Source: an optimization exercise on an open RTL-to-GDS flow (aim: small area and a short achievable clock period). Production flows keep margins and buffers that such runs may drop.
At most, simulation tests tie the RTL to the original design; equivalence was not proved.
Power and IR drop assume default switching activity.

## build 43
Design exec_top, start of the top module:
module exec_top (
    input  logic                clk,
    input  logic                reset,
    input  logic                psel,
    input  logic                penable,
    input  logic                pwrite,
    input  exec_pkg::apb_addr_t paddr,
    input  exec_pkg::word_t     pwdata,
    output exec_pkg::word_t     prdata,
    output logic                pready,
    output logic                pslverr
);
clock: 10.0 ns
lec_check: 0
abc_area: 1
cap_margin: 20
core_margin: 2
core_utilization: 40
place_density: 0.6
slew_margin: 20
tns_end_percent: 5
standard.sh (not shown) runs the stock make flow with config.mk's settings and CLKGATE_MAP_FILE= SYNTH_SCRIPT=/design/flow/synth_recipe.tcl, a recipe that flattens the netlist after the stock synthesis.
==> flow/flow/run.sh <==
#!/bin/bash
set -o pipefail
export SETUP_SLACK_MARGIN=6.5
export BUFFER_PORTS_ARGS="-buffer_cell sky130_fd_sc_hd__buf_4"
bash standard.sh > standard.log 2>&1
Inputs modified between build 43 and build 90:
- a change of CORE_UTILIZATION from 40 to 30
- a deleted TNS_END_PERCENT that had been 5
- a change of PLACE_DENSITY from 0.6 to 0.5
Notes after the runs:
Build 90 vs. build 43: number of gates resized after CTS increased by 170% relative to the old numbers, wire length reported by the detailed router increased by about 9% relative to the old numbers, met3 routed wirelength closely matched the old numbers, clock period minus worst slack decreased by 0.10 ns relative to the old numbers. Maximum frequency: build 43 and build 90 compared, lower one is build 43. Comparing layout overhead on the synthesized area for build 43 and build 90, the bigger number came from build 90. Sequential share of layout area, build 43 and build 90, higher one = build 43. Of build 43 and build 90, the lower count of clock-buffer cells in the layout belongs to build 43. Diff build 43 -> build 90 | critical path depth | increase of 1.
## Diff of input files: build 20 against build 90
- a deleted ABC_AREA that had been 1
- an added TNS_END_PERCENT of 5
--- outcome ---
- Row total inserted antenna cells: build 20 higher / build 90 lower
- Going from build 90 to build 20, post-cts gate resize count moved down, summed area of non-filler cells in the final layout moved down.
- Build 20 ended up with regs_i.res2[16] as its critical path endpoint; build 90 ended up with mul_i.st_c[36].
- In build 20 the amount of wire on met2 after detailed routing turned out 8000 µm lower than in build 90.
- The final reports for build 20 and build 90 show simple logic cell fraction of the synthesized area lower in the former.

* * *

exec_top, a different RTL version from the one above (not shown whole).
For scale: about 0.044 mm² of cells after synthesis.
Settings: LEC_CHECK=0, CAP_MARGIN=20, CORE_MARGIN=2, CORE_UTILIZATION=30, PLACE_DENSITY=0.5, SETUP_SLACK_MARGIN=5, SLEW_MARGIN=20; clock period 10.0 ns.
run.sh (not shown) runs the stock make flow with config.mk's settings and CLKGATE_MAP_FILE= SYNTH_SCRIPT=/design/flow/synth_recipe.tcl, a recipe that flattens the netlist after the stock synthesis.
Stock flow here: none of the scripts above is used.
Then changed:
--- a/flow/config.mk
+++ b/flow/config.mk
@@ -7,0 +8 @@
+export ABC_AREA = 1
@@ -12 +12,0 @@
-export SETUP_SLACK_MARGIN = 5
What happened:
- worst setup slack is worse by 0.21 ns
- die area is lower slightly
- via count is higher by a few percent
- cell count is higher by roughly a tenth
Then changed:
--- a/flow/config.mk
+++ b/flow/config.mk
@@ -8 +7,0 @@
-export ABC_AREA = 1
Final area went up by 0.49%.
Utilization went down by 0.11 points.
Global-route usage went down by 0.29 points.
Die area went up by 0.32%.
First-iteration DRC count went down by 3.8%.

* * *

== job 1690 ==
exec_top with an RTL version that a note above also has.
For scale: about 6300 cells after synthesis, about 79 I/O pins, roughly 45000 um2 of cells after synthesis.
==> flow/config.mk <==
export PLATFORM = sky130hd
export DESIGN_NAME = exec_top
export DESIGN_NICKNAME = exec_top
export VERILOG_FILES = /design/flow/design.v
export SDC_FILE = /design/flow/constraint.sdc
export NUM_CORES = 4
export LEC_CHECK = 0
export ABC_AREA = 1
export CAP_MARGIN = 20
export CORE_MARGIN = 2
export CORE_UTILIZATION = 40
export PLACE_DENSITY = 0.6
export SLEW_MARGIN = 20
export TNS_END_PERCENT = 5
==> flow/constraint.sdc <==
create_clock -name core_clock -period 10.0 [get_ports {clk}]
set_input_delay 2.0000 -clock core_clock [delete_from_list [all_inputs] [get_ports {clk}]]
set_output_delay 2.0000 -clock core_clock [all_outputs]
set_load 0.01 [all_outputs]
standard.sh (not shown) runs the stock make flow with config.mk's settings and CLKGATE_MAP_FILE= SYNTH_SCRIPT=/design/flow/synth_recipe.tcl, a recipe that flattens the netlist after the stock synthesis.
==> flow/flow/run.sh <==
#!/bin/bash
set -o pipefail
export SETUP_SLACK_MARGIN=6.3
export BUFFER_PORTS_ARGS="-buffer_cell sky130_fd_sc_hd__buf_4"
bash standard.sh > standard.log 2>&1
Inputs modified between job 1690 and job 2629:
==> flow/flow/run.sh <==
#!/bin/bash
set -o pipefail
export SETUP_SLACK_MARGIN=6.5
export BUFFER_PORTS_ARGS="-buffer_cell sky130_fd_sc_hd__buf_4"
bash standard.sh > standard.log 2>&1
diff --git a/flow/config.mk b/flow/config.mk
--- a/flow/config.mk
+++ b/flow/config.mk
@@ -7,8 +7,6 @@
 export LEC_CHECK = 0
-export ABC_AREA = 1
 export CAP_MARGIN = 20
 export CORE_MARGIN = 2
-export CORE_UTILIZATION = 40
-export PLACE_DENSITY = 0.6
+export CORE_UTILIZATION = 30
+export PLACE_DENSITY = 0.5
 export SLEW_MARGIN = 20
-export TNS_END_PERCENT = 5
### Flow results
[compare] base=job 1690 new=job 2629: clock tree buffer count of the final layout picked up an extra 7.0%, overall power of the completed layout picked up an extra 0.12 mW, fraction of power spent switching nets picked up an extra 0.72 points, worst slack at placement lost 250 ps, placement row count picked up an extra 18. Job 2629 against job 1690: biggest fanout along the worst timing path lost 5, portion of total power attributed to sequential cells lost 1.2 points. Run comparison: job 1690 end of the critical path regs_i.prdata[14]; job 2629 end of the critical path regs_i.op_cin. | netlist area before placement | job 2629 vs job 1690 | better |. Relative to job 1690, the area of the die of job 2629 is higher by 35000 um2. Job 2629 reports a higher cell area than job 1690 does. Final wirelength, job 1690 and job 2629: larger value in job 2629.
> inputs changed (job 2629 -> job 5578)
diff --git a/flow/config.mk b/flow/config.mk
--- a/flow/config.mk
+++ b/flow/config.mk
@@ -7,6 +7,10 @@
 export LEC_CHECK = 0
+export ABC_AREA = 1
 export CAP_MARGIN = 20
 export CORE_MARGIN = 2
-export CORE_UTILIZATION = 30
-export PLACE_DENSITY = 0.5
+export CORE_UTILIZATION = 40
+export CTS_CLUSTER_DIAMETER = 80
+export CTS_CLUSTER_SIZE = 20
+export PLACE_DENSITY = 0.6
 export SLEW_MARGIN = 20
+export TNS_END_PERCENT = 5
==> comparison <==
- Compared with job 2629, core region area in job 5578 decreased by more than 10%.
- Re number of non-clock buffers: job 2629 was higher than job 5578.
- Job 5578: hold slack is 30 ps higher than what job 2629 reported.
- Compared with job 2629, job 5578 shows final critical path time including I/O delays and setup lower by 190 ps.
- Sort job 2629 and job 5578 by sequential element share of the synthesized area, descending, and job 2629 comes first.
- In job 5578 the combinational power share turned out 0.3 points higher than in job 2629.
- Job 5578 against job 2629: initial antenna violation count has increased, overall power has decreased, final core utilization has increased.

* * *

exec_top, a different RTL version from the one above (not shown whole).
Size in the first run: about 5500 cells after synthesis, ~79 I/O pins, ~46000 sq um of cells after synthesis.
Design exec_top, start of the top module:
module exec_top (
    input  logic                clk,
    input  logic                reset,
    input  logic                psel,
    input  logic                penable,
    input  logic                pwrite,
    input  exec_pkg::apb_addr_t paddr,
    input  exec_pkg::word_t     pwdata,
    output exec_pkg::word_t     prdata,
    output logic                pready,
    output logic                pslverr
);
==> flow/config.mk <==
export PLATFORM = sky130hd
export DESIGN_NAME = exec_top
export DESIGN_NICKNAME = exec_top
export VERILOG_FILES = /design/flow/design.v
export SDC_FILE = /design/flow/constraint.sdc
export NUM_CORES = 4
export LEC_CHECK = 0
export CAP_MARGIN = 20
export CORE_MARGIN = 2
export CORE_UTILIZATION = 30
export PLACE_DENSITY = 0.5
export SLEW_MARGIN = 20
==> flow/constraint.sdc <==
create_clock -name core_clock -period 10.0 [get_ports {clk}]
set_input_delay 2.0000 -clock core_clock [delete_from_list [all_inputs] [get_ports {clk}]]
set_output_delay 2.0000 -clock core_clock [all_outputs]
set_load 0.01 [all_outputs]
==> flow/flow/run.sh <==
#!/bin/bash
set -o pipefail
export SETUP_SLACK_MARGIN=6.5
bash standard.sh > standard.log 2>&1
The baseline passed the timing, design-rule and antenna checks.
Rerun with:
==> flow/flow/run.sh (replaced) <==
#!/bin/bash
set -o pipefail
export SETUP_SLACK_MARGIN=6.5
export BUFFER_PORTS_ARGS="-buffer_cell sky130_fd_sc_hd__buf_4"
bash standard.sh > standard.log 2>&1
What happened: Sequential share of layout area is higher by 0.29 points; sequential power is about the same; clock power is higher by 10%; register-to-register slack is better by 0.04 ns; cell area is lower by 2.0%.
No functional check of the RTL was part of any run of this note.

* * *

== north ==
exec_top with an RTL version that a note above also has.
Size: ~490 flip-flops, ~79 I/O pins, roughly 0.045 mm^2 of cells after synthesis.
export LEC_CHECK = 0
export ABC_AREA = 1
export CAP_MARGIN = 20
export CORE_MARGIN = 2
export CORE_UTILIZATION = 30
export PLACE_DENSITY = 0.5
export SLEW_MARGIN = 20
export TNS_END_PERCENT = 5
create_clock -name core_clock -period 10.0 [get_ports {clk}]
==> flow/flow/run.sh <==
#!/bin/bash
set -o pipefail
export SETUP_SLACK_MARGIN=6.5
export BUFFER_PORTS_ARGS="-buffer_cell sky130_fd_sc_hd__buf_4"
bash standard.sh > standard.log 2>&1
north finished every step from synthesis to the final layout, and the layout passed the timing, design-rule and antenna checks.
[inputs] east vs north
==> flow/flow/run.sh <==
#!/bin/bash
set -o pipefail
export SETUP_SLACK_MARGIN=6.8
export BUFFER_PORTS_ARGS="-buffer_cell sky130_fd_sc_hd__buf_4"
bash standard.sh > standard.log 2>&1
Results
- Of east and north, the run reporting the lower global-route usage was north.
- Of the two values seen for critical path class, reg -> reg was produced by north and in -> reg by east.
- Diff east..north | final clock skew | negligible
- Compared with north, east shows a higher combinational share of power.

-- afterwards: timing with drivers on the ports --
In the flow no input, the clock included, has a driving cell. The finished layouts below were timed again as built, in two steps. Step 1 assumes that a clkbuf_16 drives the clock port and a buf_2 every other input. Step 2, shift: input delay + t, output delay - t, t = (earliest + latest rising clock arrival at the registers) / 2. This alone moves slack from input paths to output paths. a / b / c = ideal ports / drivers / drivers and shift; a / b = the first two.
run | t, ns | setup slack, ns | hold slack, ns | worst setup path after step 2 | worst data-port slew with drivers (ns)
build 43 | 0.766 | 6.259 / 6.305 / 5.539 | 0.497 / 0.497 / 0.497 | input to register | 0.07
build 90 | 0.748 | 6.362 / 6.362 / 5.821 | 0.498 / 0.498 / 0.498 | input to register | 0.06
build 20 | 0.726 | 6.149 / 6.149 / 5.511 | 0.472 / 0.472 / 0.472 | input to register | 0.05
the first run of note 2 | 0.734 | 5.129 / 5.129 / 4.476 | 0.464 / 0.464 / 0.464 | input to register | 0.05
the second run of note 2 | 0.762 | 4.922 / 4.979 / 4.217 | 0.466 / 0.466 / 0.466 | input to register | 0.04
the third run of note 2 | 0.730 | 5.017 / 5.073 / 4.343 | 0.465 / 0.465 / 0.465 | input to register | 0.05
job 1690 | 0.779 | 6.075 / 6.129 / 5.349 | 0.481 / 0.481 / 0.481 | input to register | 0.06
job 2629 | 0.761 | 6.105 / 6.105 / 5.756 | 0.464 / 0.464 / 0.464 | input to register | 0.05
job 5578 | 0.724 | 6.299 / 6.299 / 5.668 | 0.494 / 0.494 / 0.494 | input to register | 0.07
the first run of note 4 | 0.762 | 6.193 / 6.193 / 5.764 | 0.469 / 0.469 / 0.469 | input to register | 0.09
the second run of note 4 | 0.788 | 6.234 / 6.234 / 5.765 | 0.475 / 0.475 / 0.475 | input to register | 0.06
north | 0.775 | 6.299 / 6.299 / 5.624 | 0.516 / 0.516 / 0.516 | input to register | 0.05
east | 0.740 | 6.393 / 6.412 / 5.691 | 0.513 / 0.513 / 0.513 | input to register | 0.07
After both steps setup and hold are still met in every run listed. The setup slack of job 1690, which loses most, moves by +0.054 ns with the drivers and by -0.726 ns with both steps.
